This is an optimization exercise on Yosys and OpenROAD, whose aim is small area, a short achievable clock period and few clock cycles per item, not a production implementation. The RTL was checked by simulation tests, not by an equivalence proof against the original design.

branch pepper:
==> flow/design.v (excerpt) <==
module pressure_rolling_average (
    input  logic         clk,
    input  logic         rst_n,
    input  logic         s_tvalid,
    output logic         s_tready,
    input  logic [15:0]  s_tdata,    
    output logic         m_tvalid,
    input  logic         m_tready,
    output logic [39:0]  m_tdata,    
    output logic         m_tuser,    
    input  logic         cfg_valid,
    output logic         cfg_ready,
    input  logic [1:0]   cfg_index,
    input  logic [12:0]  cfg_data
);
Size in the first run: roughly 1000 flip-flops, ~80 I/O pins.
clock: 8.5 ns
lec_check: 0
cap_margin: 20
core_margin: 2
core_utilization: 40
setup_slack_margin: 4.4
slew_margin: 20
run.sh (not shown) runs the stock make flow with config.mk's settings and CLKGATE_MAP_FILE= SYNTH_SCRIPT=/design/flow/synth_recipe.tcl, a recipe that flattens the netlist after the stock synthesis.
Testbench counts of branch pepper, summed over its fixed seeds: cycles 5,923, items 4,835.
Here is what was changed in the inputs of branch juniper compared with branch pepper.
--- a/flow/design.v
+++ b/flow/design.v
@@ -498,21 +498,25 @@
     pra_ndiv #(.WW(14), .NST(KA1)) u_adiv1 (.n(n_c), .st_i(a_c), .st_o(a_c2));
     logic        v_d1, neg_d1, full_d1;
     logic [5:0]  n_d1;
     logic [7:0]  n3_d1;
     logic [18:0] a_d1, a_d1x;
     logic [18:0] a_d1m;
     pra_ndiv4 #(.WW(14), .NST(KA2)) u_adiv2 (.n(n_d1), .n3(n3_d1), .st_i(a_d1), .st_o(a_d1m));
     pra_ndiv  #(.WW(14), .NST(1))   u_adiv3 (.n(n_d1), .st_i(a_d1m), .st_o(a_d1x));
+    logic        ovf_d1x, zf_d1x;
+    assign ovf_d1x = (v_mul[23:18] >= n_d1);
+    assign zf_d1x  = neg_d1 && (v_mul[23:5] == '1);
     logic        v_d2, neg_d2, full_d2;
     logic [5:0]  n_d2;
     logic [7:0]  n3_d2;
     logic [18:0] a_d2;
-    logic [23:0] q_d2;      
+    logic [22:0] q_d2;
+    logic        ovf_d2, zf_d2;
     always_ff @(posedge clk or negedge rst_n)
     begin
         if (!rst_n)
         begin
             v_d1 <= 1'b0;
             v_d2 <= 1'b0;
         end
         else if (adv)
@@ -530,17 +534,19 @@
             n_d1    <= n_c;
             n3_d1   <= {2'b00, n_c} + {1'b0, n_c, 1'b0};
             a_d1    <= a_c2;
             neg_d2  <= neg_d1;
             full_d2 <= full_d1;
             n_d2    <= n_d1;
             n3_d2   <= n3_d1;
             a_d2    <= a_d1x;
-            q_d2    <= v_mul;
+            q_d2    <= v_mul[22:0];
+            ovf_d2  <= ovf_d1x;
+            zf_d2   <= zf_d1x;
         end
     end
     logic [NE:0]        ve;
     logic [NE*23-1:0]   q_st;
     logic [NE*19-1:0]   a_st;
     logic [NE*6-1:0]    n_e;
     logic [NE*8-1:0]    n3_e;
     logic [NE-1:0]      ovf_e, neg_e, full_e, zf_e;
@@ -553,19 +559,19 @@
         logic [7:0]  n3_in;
         logic [22:0] q_in, q_out;
         logic [18:0] a_in, a_out;
         logic        ovf_in, neg_in, full_in, zf_in;
         if (j == 0)
         begin : g_first
             assign n_in    = n_d2;
             assign n3_in   = n3_d2;
-            assign ovf_in  = (q_d2[23:18] >= n_d2);
-            assign zf_in   = neg_d2 && (q_d2[23:5] == '1);
-            assign q_in    = q_d2[22:0];
+            assign ovf_in  = ovf_d2;
+            assign zf_in   = zf_d2;
+            assign q_in    = q_d2;
             assign a_in    = a_d2;
             assign neg_in  = neg_d2;
             assign full_in = full_d2;
         end
         else
         begin : g_next
             assign n_in    = n_e[(j-1)*6 +: 6];
             assign n3_in   = n3_e[(j-1)*8 +: 8];
[summary]
branch juniper ran to completion and came out clean on the timing, DRC and antenna checks.
Die area was lower in branch juniper than in branch pepper.
Side by side, wire length on met1 turned out lower in branch juniper than in branch pepper.
Measured against each other, branch juniper and branch pepper differ in synthesized cell count, the lower figure coming from branch juniper.
branch juniper and branch pepper ended up with nearly the same number of sequential cells in the layout.
Comparing branch juniper and branch pepper, the higher setup slack was measured on branch pepper.
Testbench counts of branch juniper, summed over its fixed seeds: cycles 5,923, items 4,835.

========
Setup of P:
Another version of the RTL of pressure_rolling_average (not shown whole).
For scale: roughly 5400 cells after synthesis, roughly 990 flip-flops.
export LEC_CHECK = 0
export CAP_MARGIN = 20
export CORE_MARGIN = 2
export CORE_UTILIZATION = 40
export SETUP_SLACK_MARGIN = 4.6
export SLEW_MARGIN = 20
create_clock -name core_clock -period 8.5 [get_ports {clk}]
Testbench counts of P, summed over its fixed seeds: cycles 5,843, items 4,835.
--- input diff P..Q ---
diff --git a/flow/design.v b/flow/design.v
--- a/flow/design.v
+++ b/flow/design.v
@@ -378,25 +378,21 @@
     output logic         m_tuser,    
     input  logic         cfg_valid,
     output logic         cfg_ready,
     input  logic [1:0]   cfg_index,
     input  logic [12:0]  cfg_data
 );
     localparam int KA1 = 2;      
-    localparam int KA2 = 2;      
-    localparam int NE  = 5;
+    localparam int KA2 = 1;      
+    localparam int NE  = 6;
     function automatic int qsteps(input int j);
-        qsteps = (j < 4) ? 2 : 1;
+        qsteps = 1;
     endfunction
     function automatic int asteps(input int j);
-        case (j)
-            0:       asteps = 2;
-            1:       asteps = 2;
-            default: asteps = 0;
-        endcase
+        asteps = (j < 3) ? 1 : 0;
     endfunction
     logic [5:0]  win_reg;
     logic [1:0]  model_reg;
     logic [12:0] ref_reg;
     logic [9:0]  off_reg;
     logic        win_wr, off_wr, g_wr;
     logic [1:0]  gmodel;
@@ -512,15 +508,17 @@
     logic [18:0] a_c, a_c2;
     assign a_c = {sum_c, 4'b0000};    
     pra_ndiv #(.WW(14), .NST(KA1)) u_adiv1 (.n(n_c), .st_i(a_c), .st_o(a_c2));
     logic        v_d1, neg_d1, full_d1;
     logic [5:0]  n_d1;
     logic [7:0]  n3_d1;
     logic [18:0] a_d1, a_d1x;
-    pra_ndiv4 #(.WW(14), .NST(KA2)) u_adiv2 (.n(n_d1), .n3(n3_d1), .st_i(a_d1), .st_o(a_d1x));
+    logic [18:0] a_d1m;
+    pra_ndiv4 #(.WW(14), .NST(KA2)) u_adiv2 (.n(n_d1), .n3(n3_d1), .st_i(a_d1), .st_o(a_d1m));
+    pra_ndiv  #(.WW(14), .NST(1))   u_adiv3 (.n(n_d1), .st_i(a_d1m), .st_o(a_d1x));
     logic        ovf_d1x, zf_d1x;
     assign ovf_d1x = (v_mul[23:18] >= n_d1);
     assign zf_d1x  = neg_d1 && (v_mul[23:5] == '1);
     logic        v_d2, neg_d2, full_d2;
     logic [5:0]  n_d2;
     logic [7:0]  n3_d2;
     logic [18:0] a_d2;
@@ -592,18 +590,22 @@
             assign ovf_in  = ovf_e[j-1];
             assign zf_in   = zf_e[j-1];
             assign q_in    = q_st[(j-1)*23 +: 23];
             assign a_in    = a_st[(j-1)*19 +: 19];
             assign neg_in  = neg_e[j-1];
             assign full_in = full_e[j-1];
         end
-        pra_ndiv4 #(.WW(18), .NST(QD)) u_qdiv (.n(n_in), .n3(n3_in), .st_i(q_in), .st_o(q_out));
+        logic [22:0] q_mid;
+        pra_ndiv4 #(.WW(18), .NST(QD)) u_qdiv (.n(n_in), .n3(n3_in), .st_i(q_in), .st_o(q_mid));
+        pra_ndiv  #(.WW(18), .NST(1))  u_qdiv2 (.n(n_in), .st_i(q_mid), .st_o(q_out));
         if (AD > 0)
         begin : g_avg
-            pra_ndiv4 #(.WW(14), .NST(AD)) u_adiv (.n(n_in), .n3(n3_in), .st_i(a_in), .st_o(a_out));
+            logic [18:0] a_mid;
+            pra_ndiv4 #(.WW(14), .NST(AD)) u_adiv (.n(n_in), .n3(n3_in), .st_i(a_in), .st_o(a_mid));
+            pra_ndiv  #(.WW(14), .NST(1))  u_adiv2 (.n(n_in), .st_i(a_mid), .st_o(a_out));
         end
         else
         begin : g_avg_done
             assign a_out = a_in;
         end
         always_ff @(posedge clk or negedge rst_n)
         begin
Every run in the comparison, P and Q, completed the flow with a clean layout. Simple logic cell fraction of the synthesized area (lower): Q. Final cell count: P and Q compared, higher one is Q. Going from P to Q, post-route standard cell area excluding fillers grows by about 2.2%. On global-route wire length before repair, Q tracks P almost exactly. Q against P: setup slack grew by 0.24 ns; maximum frequency grew by about 6%.
Testbench counts of Q, summed over its fixed seeds: cycles 5,923, items 4,835.

========
try-violet:
Another version of the RTL of pressure_rolling_average (not shown whole).
For scale: ~5400 cells after synthesis, about 980 flip-flops, roughly 80 I/O pins, ~63000 µm² of cells after synthesis.
Design pressure_rolling_average, start of the top module:
module pressure_rolling_average (
    input  logic         clk,
    input  logic         rst_n,
    input  logic         s_tvalid,
    output logic         s_tready,
    input  logic [15:0]  s_tdata,    
    output logic         m_tvalid,
    input  logic         m_tready,
    output logic [39:0]  m_tdata,    
    output logic         m_tuser,    
    input  logic         cfg_valid,
    output logic         cfg_ready,
    input  logic [1:0]   cfg_index,
    input  logic [12:0]  cfg_data
);
Settings: LEC_CHECK=0, CAP_MARGIN=20, CORE_MARGIN=2, CORE_UTILIZATION=40, SETUP_SLACK_MARGIN=3.0, SLEW_MARGIN=20; clock period 8.5 ns.
Both conditions hold for try-violet: the flow ran to the end and the final layout passed the timing, DRC and antenna checks.
Testbench counts of try-violet, summed over its fixed seeds: cycles 5,843, items 4,835.
Relative to try-violet, the following input files were edited for try-juniper:
--- a/flow/design.v
+++ b/flow/design.v
@@ -418,68 +418,38 @@
                                       (cfg_data[5:0] > 6'd32) ? 6'd32 : cfg_data[5:0];
                 2'd1:    model_reg <= cfg_data[1:0];
                 2'd2:    ref_reg   <= cfg_data[12:0];
                 default: off_reg   <= cfg_data[9:0];
             endcase
         end
     end
     logic        out_v;
     logic        adv;
     logic        busy_r, busy_p;
     assign adv      = !out_v || m_tready;
-    logic        in_v;
-    logic [9:0]  in_d;
-    logic        s_fire;
-    logic        p_load;
-    logic [9:0]  p_data;
-    assign s_tready = !in_v && !busy_r && !busy_p;
-    assign s_fire   = s_tvalid && s_tready;
-    assign p_load   = adv && (in_v || s_fire);
-    assign p_data   = in_v ? in_d : s_tdata[9:0];
-    always_ff @(posedge clk or negedge rst_n)
-    begin
-        if (!rst_n)
-        begin
-            in_v <= 1'b0;
-        end
-        else if (adv)
-        begin
-            in_v <= 1'b0;
-        end
-        else if (s_fire)
-        begin
-            in_v <= 1'b1;
-        end
-    end
-    always_ff @(posedge clk)
-    begin
-        if (s_fire)
-        begin
-            in_d <= s_tdata[9:0];
-        end
-    end
+    assign s_tready = adv && !busy_r && !busy_p;
     logic               vc;
     logic [14:0]        sum_c;
     logic [16:0]        diff_c;
     logic [5:0]         n_c;
     logic               full_c;
     logic [23:0]        bctl_c;
     logic               mneg_c;
     logic [5:0]         mnx_c;
     logic               uload;
     pra_ring u_ring (
         .clk    (clk),
         .rst_n  (rst_n),
         .adv    (adv),
-        .load   (p_load),
-        .sample (p_data),
+        .load   (s_tvalid && s_tready),
+        .sample (s_tdata[9:0]),
         .win_wr (win_wr),
         .win    (win_reg),
         .off_wr (off_wr),
         .off    (off_reg),
         .uload  (uload),
         .ref_mv (ref_reg),
         .busy   (busy_r),
         .vc     (vc),
         .sum    (sum_c),
         .diff   (diff_c),
         .cnt    (n_c),
[summary]
- try-juniper vs try-violet, via count of the first global-routing pass went up by 397.
- try-violet was larger in final cell area than try-juniper.
- try-violet → try-juniper: clock-buffer cell count went down by 9, area after synthesis was more or less identical, final-report hold violation count was more or less identical.
- | width of the die | try-violet vs try-juniper | ≈ equal |
- Going from try-violet to try-juniper, synthesis-to-finish area growth fell 0.15 points, flip-flop and latch count fell 11, utilization after layout about even, routed wire length rose 0.31%.
- Going from try-violet to try-juniper, post-synthesis mux area share shrinks by 2.1 points.
Testbench counts of try-juniper, summed over its fixed seeds: cycles 5,843, items 4,835.

afterwards: timing with drivers on the ports:
The flow's constraints put no driver on any port. The routed layouts listed below were extracted and timed again, unchanged, in two steps.
Step 1, drivers: a clkbuf_16 drives clk and a buf_2 each remaining input, both assumed.
Step 2, shift: input delay + t, output delay - t, t = (earliest + latest rising clock arrival at the registers) / 2. This alone moves slack from input paths to output paths.
a / b / c = no drivers / after step 1 / after step 2; a / b = the first two.
| run | shift t [ns] | slack for setup (ns) | clock arrival spread, ns | pins driven straight from the clock port |
|---|---|---|---|---|
| branch pepper | 0.815 | 4.347 / 4.364 / 3.587 | 0.060 / 0.060 | 1 |
| branch juniper | 0.831 | 4.321 / 4.321 / 3.555 | 0.109 / 0.109 | 1 |
| P | 0.843 | 4.209 / 4.209 / 3.760 | 0.114 / 0.113 | 1 |
| Q | 0.826 | 4.445 / 4.445 / 3.871 | 0.050 / 0.049 | 1 |
| try-violet | 0.818 | 3.229 / 3.229 / 2.825 | 0.108 / 0.108 | 1 |
| try-juniper | 0.818 | 3.407 / 3.385 / 2.761 | 0.099 / 0.099 | 1 |
After both steps setup and hold are still met in every run listed. The setup slack of branch juniper, which loses most, moves by 0.000 ns with the drivers and by -0.766 ns with both steps.
